Context: an optimization exercise on an open-source flow, tuned for small area, a short achievable clock period and few clock cycles per item. The choices shown serve that exercise and are no tape-out recipe. RTL that was checked went through simulation tests only; none was proved equivalent to the original. Only the layout flow was run in runs 2 and 3; the RTL was not checked for function there. Power is estimated from default activity; no workload was simulated.

File: flow/constraint.sdc
create_clock -name core_clock -period 4.2 [get_ports {clk}]
set_input_delay 0.8400 -clock core_clock [delete_from_list [all_inputs] [get_ports {clk}]]
set_output_delay 0.8400 -clock core_clock [all_outputs]
set_load 0.01 [all_outputs]
File: flow/config.mk
export PLATFORM = sky130hd
export DESIGN_NAME = positional_list_insert_delete_unit
export DESIGN_NICKNAME = positional_list_insert_delete_unit
export VERILOG_FILES = /design/flow/design.v
export SDC_FILE = /design/flow/constraint.sdc
export NUM_CORES = 4
export LEC_CHECK = 0
export CAP_MARGIN = 20
export CORE_MARGIN = 2
export CORE_UTILIZATION = 40
export CTS_BUF_LIST = sky130_fd_sc_hd__clkbuf_16
export CTS_CLUSTER_DIAMETER = 100
export CTS_CLUSTER_SIZE = 30
export SETUP_SLACK_MARGIN = 1.9
export SLEW_MARGIN = 20
File: flow/standard.sh
#!/bin/bash
# synth_recipe.tcl (not shown) runs the flow's synth.tcl, then flattens the netlist and writes it again
# the make line also repeats each setting of config.mk as NAME=value (left out here)
make -C /OpenROAD-flow-scripts/flow DESIGN_CONFIG=/design/flow/config.mk WORK_HOME=/design/flow/orfs CLKGATE_MAP_FILE= SYNTH_SCRIPT=/design/flow/synth_recipe.tcl "${@:-finish}"
File: flow/flow/run.sh
#!/bin/bash
# The standard layout, with every port buffered by a buf_2 instead of the
# buffer cell buffer_ports picks on its own. ORFS's output is in standard.log.
bash standard.sh 'BUFFER_PORTS_ARGS=-buffer_cell sky130_fd_sc_hd__buf_2' finish > standard.log 2>&1
File: flow/design.v
`timescale 1ns / 1ps
`default_nettype none
package plid_pkg;
  localparam int CAPACITY = 16;
  localparam int DATA_W   = 32;
  localparam int POS_W    = 5;
  localparam int OCNT_W   = 5;
  localparam int SLOT_W   = $clog2(CAPACITY);
  localparam int CNT_W    = $clog2(CAPACITY + 1);
  localparam logic [1:0] CMD_APPEND = 2'd0;
  localparam logic [1:0] CMD_INSERT = 2'd1;
  localparam logic [1:0] CMD_DELETE = 2'd2;
  localparam logic [1:0] CMD_DUMP   = 2'd3;
  localparam logic [1:0] STAT_OK    = 2'd0;
  localparam logic [1:0] STAT_FULL  = 2'd1;
  localparam logic [1:0] STAT_RANGE = 2'd2;
  typedef struct packed {
    logic [1:0]               cmd;
    logic signed [DATA_W-1:0] elem_value;
    logic [POS_W-1:0]         position;
  } plid_in_t;
  typedef struct packed {
    logic [1:0]               status;
    logic signed [DATA_W-1:0] elem_out;
    logic [OCNT_W-1:0]        count_now;
    logic                     last;
  } plid_out_t;
endpackage
`default_nettype wire
`timescale 1ns / 1ps
`default_nettype none
module plid_cell (
  input  wire logic                               clk,
  input  wire logic                               we,
  input  wire logic signed [plid_pkg::DATA_W-1:0] wdata,
  output logic signed [plid_pkg::DATA_W-1:0]      q
);
  logic signed [plid_pkg::DATA_W-1:0] val_r;
  always_ff @(posedge clk) begin
    if (we) val_r <= wdata;
  end
  assign q = val_r;
endmodule
`default_nettype wire
`timescale 1ns / 1ps
`default_nettype none
module positional_list_insert_delete_unit (
  input  wire logic               clk,
  input  wire logic               rst_n,
  input  wire logic               in_valid,
  output logic                    in_ready,
  input  wire logic [38:0]        in_data,
  output logic                    out_valid,
  input  wire logic               out_ready,
  output logic [39:0]             out_data
);
  localparam int N  = plid_pkg::CAPACITY;
  localparam int SW = plid_pkg::SLOT_W;
  localparam int CW = plid_pkg::CNT_W;
  localparam int OW = plid_pkg::OCNT_W;
  localparam int PW = plid_pkg::POS_W;
  plid_pkg::plid_in_t in_pkt;
  assign in_pkt = in_data;
  logic [CW-1:0]                      cnt_r, cnt_nxt;
  logic [N-1:0]                       cth_r, cth_nxt;  
  logic [SW-1:0]                      ptr_r [N];
  logic signed [plid_pkg::DATA_W-1:0] mem_q [N];
  logic                               dmp_r;      
  logic [SW-1:0]                      rem_r;      
  logic                               out_valid_r;
  plid_pkg::plid_out_t                out_r;
  logic                slot_free, acc, full, empty, one;
  logic                is_app, is_ins, is_del, is_dmp, dmp_elems;
  logic                pos_le_cnt, pos_lt_cnt;
  logic                ins_do, del_do, rot;
  logic [N-1:0]        ins_gt, ins_eq, del_ge, cnt_eq;
  logic [N:0]          cge;
  logic [CW-1:0]       cnt_inc, cnt_dec;
  logic [N-1:0]        cth_inc, cth_dec;
  logic [N-1:0]        oh_head;
  logic [N-1:0]        we_r;
  logic [1:0]          stat, stat_y, stat_n;
  logic [CW-1:0]       cnt_y, cnt_n;
  logic [N-1:0]        cth_y, cth_n;
  logic                in_rng, full_nxt;
  logic [SW-1:0]       del_slot;
  logic [N-1:0]        s_up, s_lt, s_dn, s_lh, s_hd;
  logic [SW-1:0]       ptr_nxt [N];
  logic signed [plid_pkg::DATA_W-1:0] rd_val;
  logic                emit, lst;
  always_comb begin
    slot_free  = !out_valid_r || out_ready;
    in_ready   = slot_free && !dmp_r;
    acc        = in_valid && in_ready;
    full       = cth_r[N-1];
    empty      = !cth_r[0];
    one        = cth_r[0] && !cth_r[1];
    for (int i = 0; i < N; i++) begin
      cnt_eq[i] = (i == 0) ? !cth_r[0] : (cth_r[i-1] && !cth_r[i]);
    end
    is_app     = in_pkt.cmd == plid_pkg::CMD_APPEND;
    is_ins     = in_pkt.cmd == plid_pkg::CMD_INSERT;
    is_del     = in_pkt.cmd == plid_pkg::CMD_DELETE;
    is_dmp     = in_pkt.cmd == plid_pkg::CMD_DUMP;
    cge        = {cth_r, 1'b1};
    pos_lt_cnt = !in_pkt.position[PW-1] && cth_r[in_pkt.position[SW-1:0]];
    pos_le_cnt = in_pkt.position[PW-1] ? (in_pkt.position[SW-1:0] == '0 && full)
                                       : cge[in_pkt.position[SW-1:0]];
    ins_do     = acc && !full && (is_app || is_ins);
    del_do     = acc && is_del;
    for (int i = 0; i < N; i++) begin
      if (is_app) begin
        ins_gt[i] = (i == 0) ? 1'b0 : !cth_r[i-1];
        ins_eq[i] = cnt_eq[i];
      end else begin
        ins_gt[i] = PW'(i) > in_pkt.position;
        ins_eq[i] = PW'(i) == in_pkt.position;
      end
      del_ge[i] = PW'(i) >= in_pkt.position;
    end
    del_slot   = ptr_r[in_pkt.position[SW-1:0]];
    in_rng  = is_del ? pos_lt_cnt : pos_le_cnt;
    cnt_inc = cnt_r + 1'b1;
    cnt_dec = cnt_r - 1'b1;
    cth_inc = {cth_r[N-2:0], 1'b1};
    cth_dec = {1'b0, cth_r[N-1:1]};
    stat_y = plid_pkg::STAT_OK;
    cnt_y  = cnt_r;
    cth_y  = cth_r;
    stat_n = plid_pkg::STAT_OK;
    cnt_n  = cnt_r;
    cth_n  = cth_r;
    if (is_app || is_ins) begin
      if (full) begin
        stat_y = plid_pkg::STAT_FULL;
        stat_n = plid_pkg::STAT_FULL;
      end else begin
        if (acc) begin
          cnt_y = cnt_inc;
          cth_y = cth_inc;
        end
        if (is_app) begin
          if (acc) begin
            cnt_n = cnt_inc;
            cth_n = cth_inc;
          end
        end else begin
          stat_n = plid_pkg::STAT_RANGE;
        end
      end
    end else if (is_del) begin
      stat_n = plid_pkg::STAT_RANGE;
      if (acc) begin
        cnt_y = cnt_dec;
        cth_y = cth_dec;
      end
    end else begin
      if (empty) begin
        stat_y = plid_pkg::STAT_RANGE;
        stat_n = plid_pkg::STAT_RANGE;
      end
    end
    stat    = in_rng ? stat_y : stat_n;
    cnt_nxt = in_rng ? cnt_y : cnt_n;
    cth_nxt = in_rng ? cth_y : cth_n;
    full_nxt = (full && !(del_do && !in_pkt.position[PW-1])) ||
               (cnt_eq[N-1] && ins_do && (is_app || !in_pkt.position[PW-1]));
    dmp_elems = is_dmp && !empty;
    oh_head   = N'(1) << ptr_r[0];
    rd_val    = '0;
    for (int i = 0; i < N; i++) rd_val |= {plid_pkg::DATA_W{oh_head[i]}} & mem_q[i];
    emit      = slot_free && dmp_r;
    lst       = rem_r == SW'(1);
    rot       = emit || (acc && dmp_elems);
  end
  always_ff @(posedge clk) begin
    if (!rst_n) begin
      cnt_r       <= '0;
      cth_r       <= '0;
      dmp_r       <= 1'b0;
      out_valid_r <= 1'b0;
    end else begin
      cnt_r       <= cnt_nxt;
      cth_r       <= cth_nxt;
      out_valid_r <= !slot_free || dmp_r || acc;
      if (emit) begin
        if (lst) dmp_r <= 1'b0;
      end else if (acc && dmp_elems && !one) begin
        dmp_r <= 1'b1;
      end
    end
  end
  always_ff @(posedge clk) begin
    if (emit) rem_r <= rem_r - 1'b1;
    else if (acc) rem_r <= SW'(cnt_dec);
  end
  always_ff @(posedge clk) begin
    if (slot_free) begin
      if (dmp_r) begin
        out_r.status    <= plid_pkg::STAT_OK;
        out_r.elem_out  <= rd_val;
        out_r.count_now <= OW'(cnt_r);
        out_r.last      <= lst;
      end else if (acc) begin
        out_r.status    <= stat;
        out_r.elem_out  <= dmp_elems ? rd_val : '0;
        out_r.count_now <= OW'(cnt_nxt);
        out_r.last      <= !dmp_elems || one;
      end
    end
  end
  always_comb begin
    for (int i = 0; i < N; i++) begin
      s_up[i] = ins_do && ins_gt[i];
      s_lt[i] = ins_do && ins_eq[i];
      s_dn[i] = (del_do && del_ge[i]) || (rot && i < N - 1 && cth_r[(i + 1) % N]);
      s_lh[i] = rot && ((i == N - 1) ? full : cnt_eq[(i + 1) % N]);
      s_hd[i] = !(s_up[i] || s_lt[i] || s_dn[i] || s_lh[i]);
      ptr_nxt[i] = ({SW{s_up[i]}} & ptr_r[(i + N - 1) % N]) |
                   ({SW{s_lt[i]}} & ptr_r[N-1]) |
                   ({SW{s_dn[i]}} & ((i == N - 1) ? del_slot : ptr_r[(i + 1) % N])) |
                   ({SW{s_lh[i]}} & ptr_r[0]) |
                   ({SW{s_hd[i]}} & ptr_r[i]);
    end
  end
  always_ff @(posedge clk) begin
    for (int i = 0; i < N; i++) ptr_r[i] <= rst_n ? ptr_nxt[i] : SW'(i);
  end
  always_ff @(posedge clk) begin
    we_r <= rst_n ? (N'(1) << ptr_nxt[N-1]) & {N{!full_nxt}} : N'(1) << (N - 1);
  end
  for (genvar g = 0; g < N; g++) begin : g_slot
    plid_cell u_cell (
      .clk   (clk),
      .we    (we_r[g]),
      .wdata (in_pkt.elem_value),
      .q     (mem_q[g])
    );
  end
  assign out_valid = out_valid_r;
  assign out_data  = out_r;
endmodule
`default_nettype wire
==> metrics.cfg, run 1 <==
[timing]
report.final.slew_viol_count = 0
hold_viol_final = 0
grt_setup_unrepaired = true
max_slew_margin_pct = 34.0
fin_crit_ns = 2.28
final-setup-viol-count = 0
period_share_pct = 54.4
tns_ns = 0
clock.fmax_ghz = 0.438
clock_skew_ns = 0.0335
final.setup.worst_slack_ns = 1.92
worstMarginPinSlew_ns = 0.989

[worst_setup_path]
worstSetupStartpoint = cth_r[0]$_SDFFE_PN0P_
reg2reg_depth = 7
crit_path_start_kind = flop
arrival_ns = 2.85
worst-path-max-fanout = 10
r2r_start = cth_r[0]$_SDFFE_PN0P_
worstSetupEndpointType = flop
crit_required_ns = 4.77
worstSetupPathType = flop to flop

[cells_and_area]
nNetsFinal = 2035
drive_gt1_share_pct = 20.8
layout_commonest_cell = edfxtp_1
syn2layout_area_growth_pct = 13.9
fill_cells = 5763
layout_common_cells = edfxtp_1 (556), nand2_1 (151), a221oi_1 (120)

[min_path]
hold_depth = 0
hold_class = flop to flop
worstHoldStart = we_r[14]$_SDFF_PN0_

[global_route]
grt_remaining_overflow = 0
grt_pass1_vias = 17500
grt.total_usage_pct = 23.6
grt_max_degree = 53
grt_pass1_wl_mm = 120
antenna_found_initial = 7

[placed_design]
globalplace.congestion = 0.933
dp_hpwl_mm = 46.9
io_buffers = 84
pre_cts_slack_ns = 0.753

[yosys]
synth-compound-area-share_pct = 17.1
syn_area_sq_um = 26600
ys_seq_elements = 659
synth-seq-area-share_pct = 70.5
synth_top_family_by_area = compound AO/OA/AOI/OAI gates
ys_types = 76
synth-simple-area-share_pct = 8.12
netlist.top_cell.by_area = edfxtp_1
yosys-top-cells-area = edfxtp_1 (63%), dfxtp_1 (7.7%), a221oi_1 (3.9%), a22oi_1 (3.2%), a22o_1 (3.2%)
synthMuxAreaShare_pct = 1.34
synth_top_area_share_pct = 62.7
synth_nets = 1933
synthXorXnorAreaFrac_pct = 0.230
avgSynthCellArea_sq_um = 14.1
synth_cells = 1886
synth_fa_ha_area_share_pct = 0.188
synthFlopType = edfxtp_1
synth-edff-count = 556
synth_warnings = 7
async_flop_share_pct = 0

[floorplanning]
dieHeight_um = 262
die_w_um = 262
std_cell_rows = 94
core_sq_um = 65900
dieArea_sq_um = 68600
initial_core_util_pct = 40.4
io_pins = 85

[power_and_ir_drop]
cellPowerDensity_nw_per_um2 = 391
peakVddDrop_mv = 0.328
total_power_uw = 11900
power_leakage_uw = 0.00957

[drt]
antenna_left = 0
drt_iter0_drc = 2598
viasPerCell = 6.47
wl_per_cell_um = 29.0
routed_wl_mm = 83.1
vias = 18500
drc_errors = 0
drt-pass1-iter-count = 7

[clock_network]
insertion_delay_ns = 0.65
cts.htree.levels = 1
tritoncts = done
cts-buffers-inserted = 28
clockBufferDepth = 3
clockRootBuffer = clkbuf_16
clkTransAtPathRegs_ns = 0.11
cts_hold_buf = 0
cts_sinks = 659

[flow_run]
drv_cap = 0

[status]
status = finished clean

## routing by layer
layer / vias to the layer above / global-route usage, % / part of all wire (%)
met3: 142 / 3.16 / 9.6
met1: 9443 / 34.4 / 41
li1: 7868 / - / -
met5: - / 0 / 0.045
met2: 1081 / 38.0 / 47
met4: 6 / 4.85 / 2.0
## report_power, final
group          switching [uW]  internal, uW  total, uW
combinational             672           340       1010
clock                    2050          1310       3360
sequential                173          7320       7500
total                    2890          8970      11900
## Yosys cell counts (11+ instances only)
library cell,count
o21ai_0,25
nor3_1,34
a22o_1,96
nand3_1,30
a31oi_1,64
buf_2,23
a221o_1,11
mux2i_1,12
clkbuf_1,90
a311oi_1,14
a22oi_1,112
nor4_1,13
a21oi_1,54
dfxtp_1,103
a222oi_1,24
edfxtp_1,556
nand2_1,154
a32oi_1,11
and3_1,33
a221oi_1,120
inv_1,21
nand2b_1,18
nor2_1,103
a211oi_1,17
## path summary, 6_finish.rpt
kind	to	slack [ns]
worst min-delay path	g_slot[14].u_cell.val_r[11]$_DFFE_PP_	0.46
worst max-delay path	we_r[15]$_SDFF_PN1_	1.92
worst min register to register	g_slot[14].u_cell.val_r[11]$_DFFE_PP_	0.46
worst max register to register	we_r[15]$_SDFF_PN1_	1.92
## worst max-delay path: stages, from the launching register on
cell and delay (ns):
dfxtp_4 0.46, a31oi_4 0.16, or3_4 0.52, o22ai_1 0.26, a222oi_1 0.10, and2b_2 0.27, or2_4 0.27, o31ai_2 0.16
## flip-flops by register name, summed over array words and instances, names as in the netlist
name,flops
cnt_r,5
cth_r,16
dmp_r,1
g_slot.u_cell.val_r,512
out_r,40
out_valid_r,1
ptr_r,64
rem_r,4
we_r,16
## what timing repair did
action	4_1_cts	5_1_grt
pin swaps	14	8
gates resized for setup	62	54
gates cloned	6	3
buffers inserted	33	17
endpoints found under the setup margin	131	85
hold endpoints to repair	0	0
## final cells by class
type / instances / area [sq um] / share of cell area, %
Antenna cell: 3 / 7.51 / 0.0248
Clock buffer: 29 / 726 / 2.39
Clock inverter: 10 / 144 / 0.475
Inverter: 22 / 87.6 / 0.289
Multi-Input combinational cell: 1079 / 7920 / 26.1
Sequential cell: 659 / 18800 / 62.1
Tap cell: 864 / 1080 / 3.56
Timing Repair Buffer: 198 / 1530 / 5.04
## stage by stage
| step | instances | util (%) | hold WS, ns | cell area [sq um] |
|---|---|---|---|---|
| finish | 2864 | 46.0 | 0.458 | 30300 |
| global route | 2861 | 46.0 | 0.473 | 30300 |
| CTS | 2841 | 45.5 | 0.460 | 30000 |
| detailed placement | 2763 | 43.4 | 0.434 | 28600 |
| global placement | 2763 | 43.4 | 0.433 | 28600 |
| floorplan | 1886 | - | 0.447 | 27100 |
## logic make-up (layout without fill, tap and decap cells)
family,after synthesis,after routing
DFF,659,659
AOI/OAI and AO/OA,585,589
and+or+nand+nor,448,453
buffers and inverters,157,259
muxes,26,26
xor gates and xnor gates,7,7
adders and majority gates,4,4
other,0,3
Testbench counts, summed over its fixed seeds: cycles 5,036, items 3,200.
==> run 2: changes to the inputs <==
--- a/flow/design.v
+++ b/flow/design.v
@@ -69,4 +69,6 @@
   logic [SW-1:0]                      rem_r;      
   logic                               out_valid_r;
+  logic                               rdy_a_r;    
+  logic                               rdy_b_r;    
   plid_pkg::plid_out_t                out_r;
   logic                slot_free, acc, full, empty, one;
@@ -81,6 +83,5 @@
   logic [N-1:0]        we_r;
   logic [1:0]          stat, stat_y, stat_n;
-  logic [CW-1:0]       cnt_y, cnt_n;
-  logic [N-1:0]        cth_y, cth_n;
+  logic                c_up, c_dn, c_hd;
   logic                in_rng, full_nxt;
   logic [SW-1:0]       del_slot;
@@ -89,7 +90,8 @@
   logic signed [plid_pkg::DATA_W-1:0] rd_val;
   logic                emit, lst;
+  logic                out_valid_nxt, dmp_nxt;
   always_comb begin
     slot_free  = !out_valid_r || out_ready;
-    in_ready   = slot_free && !dmp_r;
+    in_ready   = rdy_a_r || (rdy_b_r && out_ready);
     acc        = in_valid && in_ready;
     full       = cth_r[N-1];
@@ -126,42 +128,24 @@
     cth_dec = {1'b0, cth_r[N-1:1]};
     stat_y = plid_pkg::STAT_OK;
-    cnt_y  = cnt_r;
-    cth_y  = cth_r;
     stat_n = plid_pkg::STAT_OK;
-    cnt_n  = cnt_r;
-    cth_n  = cth_r;
     if (is_app || is_ins) begin
       if (full) begin
         stat_y = plid_pkg::STAT_FULL;
         stat_n = plid_pkg::STAT_FULL;
-      end else begin
-        if (acc) begin
-          cnt_y = cnt_inc;
-          cth_y = cth_inc;
-        end
-        if (is_app) begin
-          if (acc) begin
-            cnt_n = cnt_inc;
-            cth_n = cth_inc;
-          end
-        end else begin
-          stat_n = plid_pkg::STAT_RANGE;
-        end
+      end else if (!is_app) begin
+        stat_n = plid_pkg::STAT_RANGE;
       end
     end else if (is_del) begin
       stat_n = plid_pkg::STAT_RANGE;
-      if (acc) begin
-        cnt_y = cnt_dec;
-        cth_y = cth_dec;
-      end
-    end else begin
-      if (empty) begin
-        stat_y = plid_pkg::STAT_RANGE;
-        stat_n = plid_pkg::STAT_RANGE;
-      end
-    end
-    stat    = in_rng ? stat_y : stat_n;
-    cnt_nxt = in_rng ? cnt_y : cnt_n;
-    cth_nxt = in_rng ? cth_y : cth_n;
+    end else if (empty) begin
+      stat_y = plid_pkg::STAT_RANGE;
+      stat_n = plid_pkg::STAT_RANGE;
+    end
+    stat   = in_rng ? stat_y : stat_n;
+    c_up   = acc && !full && (is_app || (is_ins && in_rng));
+    c_dn   = acc && is_del && in_rng;
+    c_hd   = !(c_up || c_dn);
+    cnt_nxt = ({CW{c_up}} & cnt_inc) | ({CW{c_dn}} & cnt_dec) | ({CW{c_hd}} & cnt_r);
+    cth_nxt = ({N{c_up}} & cth_inc) | ({N{c_dn}} & cth_dec) | ({N{c_hd}} & cth_r);
     full_nxt = (full && !(del_do && !in_pkt.position[PW-1])) ||
                (cnt_eq[N-1] && ins_do && (is_app || !in_pkt.position[PW-1]));
@@ -173,4 +157,10 @@
     lst       = rem_r == SW'(1);
     rot       = emit || (acc && dmp_elems);
+    out_valid_nxt = !slot_free || dmp_r || acc;
+    dmp_nxt   = (dmp_r && !(emit && lst)) || (acc && dmp_elems && !one);
+  end
+  always_ff @(posedge clk) begin
+    rdy_a_r <= !rst_n || (!dmp_nxt && !out_valid_nxt);
+    rdy_b_r <= !rst_n || !dmp_nxt;
   end
   always_ff @(posedge clk) begin
@@ -183,10 +173,6 @@
       cnt_r       <= cnt_nxt;
       cth_r       <= cth_nxt;
-      out_valid_r <= !slot_free || dmp_r || acc;
-      if (emit) begin
-        if (lst) dmp_r <= 1'b0;
-      end else if (acc && dmp_elems && !one) begin
-        dmp_r <= 1'b1;
-      end
+      out_valid_r <= out_valid_nxt;
+      dmp_r       <= dmp_nxt;
     end
   end
==> flow/run.sh (new file) <==
#!/bin/bash
# synth_recipe.tcl (not shown) runs the flow's synth.tcl, then flattens the netlist and writes it again
# the make line also repeats each setting of config.mk as NAME=value (left out here)
make -C /OpenROAD-flow-scripts/flow DESIGN_CONFIG=/design/flow/config.mk WORK_HOME=/design/flow/orfs CLKGATE_MAP_FILE= SYNTH_SCRIPT=/design/flow/synth_recipe.tcl finish
--- a/flow/config.mk
+++ b/flow/config.mk
@@ -9,7 +9,7 @@
 export CORE_MARGIN = 2
 export CORE_UTILIZATION = 40
-export CTS_BUF_LIST = sky130_fd_sc_hd__clkbuf_16
-export CTS_CLUSTER_DIAMETER = 100
-export CTS_CLUSTER_SIZE = 30
+export CTS_BUF_LIST = sky130_fd_sc_hd__clkbuf_8 sky130_fd_sc_hd__clkbuf_16
+export CTS_CLUSTER_DIAMETER = 80
+export CTS_CLUSTER_SIZE = 20
 export SETUP_SLACK_MARGIN = 1.9
 export SLEW_MARGIN = 20
removed: flow/flow/run.sh
removed: flow/standard.sh
==> metrics.cfg, run 2 <==
[timing]
report.final.slew_viol_count = 0
fin_crit_ns = 2.42
hold_viol_final = 0
grt_setup_unrepaired = true
max_slew_margin_pct = 28.6
clock.fmax_ghz = 0.413
final.setup.worst_slack_ns = 1.78
period_share_pct = 57.6
worstMarginPinSlew_ns = 1.07
tns_ns = 0
clock_skew_ns = 0.0333
final-setup-viol-count = 0

[drt]
drc_errors = 0
drt-pass1-iter-count = 10
wl_per_cell_um = 28.9
viasPerCell = 6.33
vias = 18200
routed_wl_mm = 83.1
drt_iter0_drc = 2465
antenna_left = 0

[floorplanning]
dieArea_sq_um = 68400
io_pins = 85
dieHeight_um = 261
initial_core_util_pct = 40.3
die_w_um = 261
std_cell_rows = 94
core_sq_um = 65700

[placed_design]
dp_cells = 2727
pre_cts_slack_ns = 0.366
dp_hpwl_mm = 47.2
io_buffers = 84
globalplace.congestion = 0.934

[cells_and_area]
nNetsFinal = 2037
layout_commonest_cell = edfxtp_1
diodes = 0
syn2layout_area_growth_pct = 20.6
largestRegisters = g_slot.u_cell.val_r: 512 flops, ptr_r: 64 flops, out_r: 40 flops
layout_common_cells = edfxtp_1 (556), nand2_1 (133), buf_4 (118)
largest_register_ffs = 512
fill_cells = 5600
final_cells = 2877
top_register = g_slot.u_cell.val_r
drive_gt1_share_pct = 22.2

[yosys]
synth_top_area_share_pct = 63.0
synth-edff-count = 556
synth_fa_ha_area_share_pct = 0.189
synth_common_cells = edfxtp_1 (556), nand2_1 (142), a221oi_1 (111)
synth_cells = 1829
synth_nets = 1876
synth-simple-area-share_pct = 7.82
synthFlopType = edfxtp_1
syn_area_sq_um = 26500
ys_types = 81
synthXorXnorAreaFrac_pct = 0.363
yosysMostFrequentCell = edfxtp_1
avgSynthCellArea_sq_um = 14.5
netlist.top_cell.by_area = edfxtp_1
synth-seq-area-share_pct = 70.9
ys_seq_elements = 661
synth_warnings = 7
synthMuxAreaShare_pct = 1.38
yosys-top-cells-area = edfxtp_1 (63%), dfxtp_1 (7.9%), a221oi_1 (3.7%), a22o_1 (3.4%), a22oi_1 (2.7%)
synth-compound-area-share_pct = 16.7
synth_top_family_by_area = compound AO/OA/AOI/OAI gates
async_flop_share_pct = 0

[global_route]
grt.total_usage_pct = 23.9
grt_pass1_wl_mm = 120
grt.busiest_layer = met2
grt_util_met3_pct = 4.08
grt_util_met1_pct = 32.0
grt_max_degree = 39
grt_remaining_overflow = 0
antenna_found_initial = 3
use_met2_pct = 39.8
grt_pass1_vias = 18100

[clock_network]
clockRootBuffer = clkbuf_16
cts_sinks = 661
clockBufferDepth = 3
tritoncts = done
insertion_delay_ns = 0.61
clkTransAtPathRegs_ns = 0.08
cts-buffers-inserted = 40
cts.htree.levels = 2

[worst_setup_path]
crit_required_ns = 4.55
worstSetupEndpointType = flop
crit_path_start_kind = input pin
worst-path-max-fanout = 8
worstSetupPathType = input pin to flop
arrival_ns = 2.77

[power_and_ir_drop]
internal_power_uw = 9530
cellPowerDensity_nw_per_um2 = 390
peakVddDrop_mv = 0.287
total_power_uw = 12500
pwr-share-seq_pct = 60.0
power_leakage_uw = 0.0104
switching_share_pct = 23.5
p_sw_uw = 2930
pwr-share-comb_pct = 7.9
p_clk_share_pct = 32.1

[min_path]
hold_class = flop to flop

[status]
status = finished clean

[flow_run]
drv_cap = 0

-- run 2: power groups by stage --
stage               Sequential, uW  Clock [uW]  Combinational (uW)
finish                        7480        4000                 981
detailed placement            7630           0                 808
CTS                           7480        4050                 917
global placement              7620           0                 796
floorplan                     7580           0                 435
global route                  7490        4280                1040
-- run 2: cell type report --
type	instances	area (sq um)	area share, %
clock buffer	40	1000	3.13
clock inverter	25	180	0.563
inverter	25	98.8	0.309
multi-input combinational	1011	8130	25.4
sequential	661	18800	58.9
tap	864	1080	3.38
timing repair buffer	251	2640	8.24
-- run 2: logic make-up (layout without fill, tap and decap cells) --
| family | Yosys count | in the layout |
|---|---|---|
| simple gates | 416 | 416 |
| buf+inv | 157 | 341 |
| xor+xnor | 11 | 11 |
| fa+ha+maj | 4 | 4 |
| compound gates | 551 | 551 |
| mux | 29 | 29 |
| flops | 661 | 661 |
-- run 2: path summary, 6_finish.rpt --
| path | startpoint | endpoint | slack [ns] | cells past startpoint |
|---|---|---|---|---|
| worst min-delay path | ptr_r[13][1]$_SDFF_PN0_ | ptr_r[13][1]$_SDFF_PN0_ | 0.54 | 2 |
| worst max register to register | cth_r[10]$_SDFF_PN0_ | out_r[3]$_DFFE_PP_ | 1.84 | 7 |
| worst min register to register | ptr_r[13][1]$_SDFF_PN0_ | ptr_r[13][1]$_SDFF_PN0_ | 0.54 | 2 |
| worst max-delay path | in_data[1] | out_r[3]$_DFFE_PP_ | 1.78 | 10 |
-- run 2: critical path: stages --
cell	delay (ns)
buf_12	0.11
buf_12	0.14
buf_6	0.12
mux2i_1	0.10
mux4_2	0.48
mux2_4	0.33
nor2_4	0.16
nor2_4	0.08
a2111oi_4	0.30
xor2_1	0.11
-- run 2: per-layer routing --
| layer | part of all wire (%) | vias to the layer above | wire length, um |
|---|---|---|---|
| met1 | 40 | 9288 | 33300 |
| met3 | 8.4 | 173 | 7020 |
| met5 | 0.048 | - | 40 |
| met2 | 48 | 940 | 40200 |
| li1 | - | 7809 | - |
| met4 | 3.1 | 6 | 2550 |
-- run 2: metrics by stage --
| step | utilization, % | cell area (sq um) | hold WS [ns] |
|---|---|---|---|
| after detailed placement | 44.3 | 29100 | 0.522 |
| after global placement | 44.3 | 29100 | 0.515 |
| after floorplan | - | 27100 | 0.449 |
| after CTS | 48.0 | 31500 | 0.535 |
| after global routing | 48.6 | 32000 | 0.562 |
| final | 48.6 | 32000 | 0.540 |
-- run 2: repair_timing --
item                       4_1_cts  5_1_grt
gates resized for setup        201       57
hold endpoints to repair         0        0
setup endpoints to repair      181       98
gates cloned                    10        1
buffers inserted                57       17
pin swaps                       45       24
hold buffers                     0        0
==> run 3: changes to the inputs <==
==> flow/flow/run.sh (new file) <==
#!/bin/bash
# The standard layout, with every port buffered by a buf_2 instead of the
# buffer cell buffer_ports picks on its own. ORFS's output is in standard.log.
bash standard.sh 'BUFFER_PORTS_ARGS=-buffer_cell sky130_fd_sc_hd__buf_2' finish > standard.log 2>&1
==> flow/standard.sh (new file) <==
#!/bin/bash
# synth_recipe.tcl (not shown) runs the flow's synth.tcl, then flattens the netlist and writes it again
# the make line also repeats each setting of config.mk as NAME=value (left out here)
make -C /OpenROAD-flow-scripts/flow DESIGN_CONFIG=/design/flow/config.mk WORK_HOME=/design/flow/orfs CLKGATE_MAP_FILE= SYNTH_SCRIPT=/design/flow/synth_recipe.tcl "${@:-finish}"
removed: flow/run.sh
==> metrics.cfg, run 3 <==
[worst_setup_path]
crit_required_ns = 4.69
worst-path-max-fanout = 4
cpMostUsedCell = buf_4
worstSetupEndpointType = flop
crit_buf_inv = 5
slowest_delay_ns = 0.39
arrival_ns = 3.01
crit_chain = buf_16 > buf_12 > or3b_4 > a211oi_4 > a2111oi_4 > buf_4 > o211ai_1 > a221oi_4 > buf_4 > buf_6 > nor2b_4 > and3_4
cpLargestDelayFamily = compound AO/OA/AOI/OAI gates
crit_path_start_kind = input pin
slowest_stage = or3b_4
worstSetupPathType = input pin to flop

[power_and_ir_drop]
total_power_uw = 12600
cellPowerDensity_nw_per_um2 = 402
peakVddDrop_mv = 0.310
power_leakage_uw = 0.0102

[global_route]
grt_max_degree = 37
grt.total_usage_pct = 23.8
antenna_found_initial = 2
grt_pass1_vias = 17400
grt_remaining_overflow = 0
grt_pass1_wl_mm = 119

[placed_design]
io_buffers = 84
dp_hpwl_mm = 47.2
pre_cts_slack_ns = 0.321
globalplace.congestion = 0.950

[yosys]
yosys-top-cells-area = edfxtp_1 (63%), dfxtp_1 (7.9%), a221oi_1 (3.7%), a22o_1 (3.4%), a22oi_1 (2.7%)
ys_seq_elements = 661
syn_area_sq_um = 26500
async_flop_share_pct = 0
synth_common_cells = edfxtp_1 (556), nand2_1 (142), a221oi_1 (111)
synth_nets = 1876
synth-seq-area-share_pct = 70.9
synth-edff-count = 556
synthFlopType = edfxtp_1
synth_cells = 1829
yosysMostFrequentCell = edfxtp_1
synth_warnings = 7
avgSynthCellArea_sq_um = 14.5
netlist.top_cell.by_area = edfxtp_1
synth_top_area_share_pct = 63.0
ys_types = 81

[clock_network]
cts_sinks = 661
cts-buffers-inserted = 42
clockBufferDepth = 3
clkTransAtPathRegs_ns = 0.08
cts.htree.levels = 2
insertion_delay_ns = 0.62
clockRootBuffer = clkbuf_16
cts_hold_buf = 0
tritoncts = done

[flow_run]
drv_cap = 0

[drt]
drt_iter0_drc = 2404
routed_wl_mm = 83.3
antenna_left = 0
vias = 18100
wl_per_cell_um = 29.1
viasPerCell = 6.32
drc_errors = 0
drt-pass1-iter-count = 11

[cells_and_area]
layout_commonest_cell = edfxtp_1
fill_cells = 5617
layout_common_cells = edfxtp_1 (556), nand2_1 (133), a221oi_1 (108)
top_register = g_slot.u_cell.val_r
nNetsFinal = 2023
drive_gt1_share_pct = 24.7
syn2layout_area_growth_pct = 18.6
final_util_pct = 47.8
largestRegisters = g_slot.u_cell.val_r: 512 flops, ptr_r: 64 flops, out_r: 40 flops
largest_register_ffs = 512

[floorplanning]
dieHeight_um = 261
std_cell_rows = 94
core_sq_um = 65700
dieArea_sq_um = 68400
die_w_um = 261
io_pins = 85
initial_core_util_pct = 40.3

[timing]
fin_crit_ns = 2.51
worstMarginPinSlew_ns = 0.924
clock_skew_ns = 0.0470
report.final.slew_viol_count = 0
grt_setup_unrepaired = true
max_slew_margin_pct = 38.4
period_share_pct = 59.9
final-setup-viol-count = 0
tns_ns = 0
hold_viol_final = 0
fin_hold_ws_ns = 0.527
final.setup.worst_slack_ns = 1.69
clock.fmax_ghz = 0.398

[min_path]
hold_class = flop to flop

[status]
status = finished clean

run 3: worst min-delay path, delay by kind of cell, from the launching register on:
kind               cells  cell delay (ns)
and+or+nand+nor        1             0.07
AOI/OAI and AO/OA      1             0.06
DFF                    1             0.35
run 3: final timing paths:
| path | to | cells past startpoint | slack [ns] | from |
|---|---|---|---|---|
| worst max register to register | we_r[3]$_SDFF_PN0_ | 10 | 1.74 | ptr_r[8][2]$_SDFF_PN0_ |
| worst min-delay path | ptr_r[7][3]$_SDFF_PN0_ | 2 | 0.53 | ptr_r[7][3]$_SDFF_PN0_ |
| worst max-delay path | we_r[3]$_SDFF_PN0_ | 12 | 1.69 | in_data[2] |
| worst min register to register | ptr_r[7][3]$_SDFF_PN0_ | 2 | 0.53 | ptr_r[7][3]$_SDFF_PN0_ |
run 3: where the power goes:
part           switching, uW  internal [uW]
clock network           2260           1940
logic                    618            365
registers                136           7310
run 3: area by class of cell:
class	count	area (sq um)	area share, %
diodes	3	7.51	0.0239
clock buffers	42	1050	3.34
clock inverters	26	239	0.760
inverters	25	103	0.326
multi-input cells	1013	7990	25.4
flip-flops and latches	661	18900	60.0
well taps	864	1080	3.44
repair buffers	233	2120	6.73
run 3: cells by family (layout without fill, tap and decap cells):
| group | count (synthesis) | count (layout) | synth area share, % |
|---|---|---|---|
| flip-flops | 661 | 661 | 70.9 |
| AO/OA/AOI/OAI | 551 | 552 | 16.7 |
| AND/OR/NAND/NOR | 416 | 417 | 7.82 |
| buffers and inverters | 157 | 326 | 2.68 |
| multiplexers | 29 | 29 | 1.38 |
| XOR/XNOR | 11 | 11 | 0.363 |
| adder cells (fa/ha/maj) | 4 | 4 | 0.189 |
| other | 0 | 3 | 0 |
run 3: through the flow:
step / instances / area (sq um)
finish: 2867 / 31400
global route: 2864 / 31400
CTS: 2827 / 30700
floorplan: 1829 / 27100
detailed placement: 2714 / 28600
global placement: 2714 / 28600
run 3: timing repair:
| item | in CTS | in global routing |
|---|---|---|
| resized for setup | 91 | 81 |
| gates cloned | 6 | 3 |
| buffers inserted | 39 | 34 |
| setup endpoints to repair | 136 | 87 |
| pin swaps | 17 | 35 |
run 3: metal layers:
metal	vias to the layer above	GRT usage, %	share of wire [%]
li1	7798	-	-
met1	9230	32.1	39
met4	4	7.02	3.2
met3	176	3.76	8.6
met2	918	39.8	49
met5	-	0	0.036

separate check: timing with driven ports:
No port has a modelled driver above. Below, the same layouts with a new extraction and two added sets of constraints.
Step 1 (the two cells are an assumption about what drives the block):
set clk [get_ports {clk}]
set_driving_cell -lib_cell sky130_fd_sc_hd__clkbuf_16 $clk
set_driving_cell -lib_cell sky130_fd_sc_hd__buf_2 [delete_from_list [all_inputs] $clk]
Step 2 times the ports against the registers' clock, not the clock port: input delays grow and output delays shrink by t, the midpoint of the rising clock arrivals with the driver on.
Slacks: ideal ports / drivers / drivers and shift; pairs: ideal ports / drivers.
run	shift t [ns]	slack for setup (ns)	latest minus earliest clock arrival (ns)
run 1	0.701	1.915 / 1.881 / 1.236	0.034 / 0.035
run 2	0.651	1.781 / 1.795 / 1.143	0.034 / 0.035
run 3	0.663	1.686 / 1.644 / 0.982	0.047 / 0.047
After both steps every run listed still meets setup and hold. The setup slack of run 3, which loses most, moves by -0.042 ns with the drivers and by -0.704 ns with both steps.
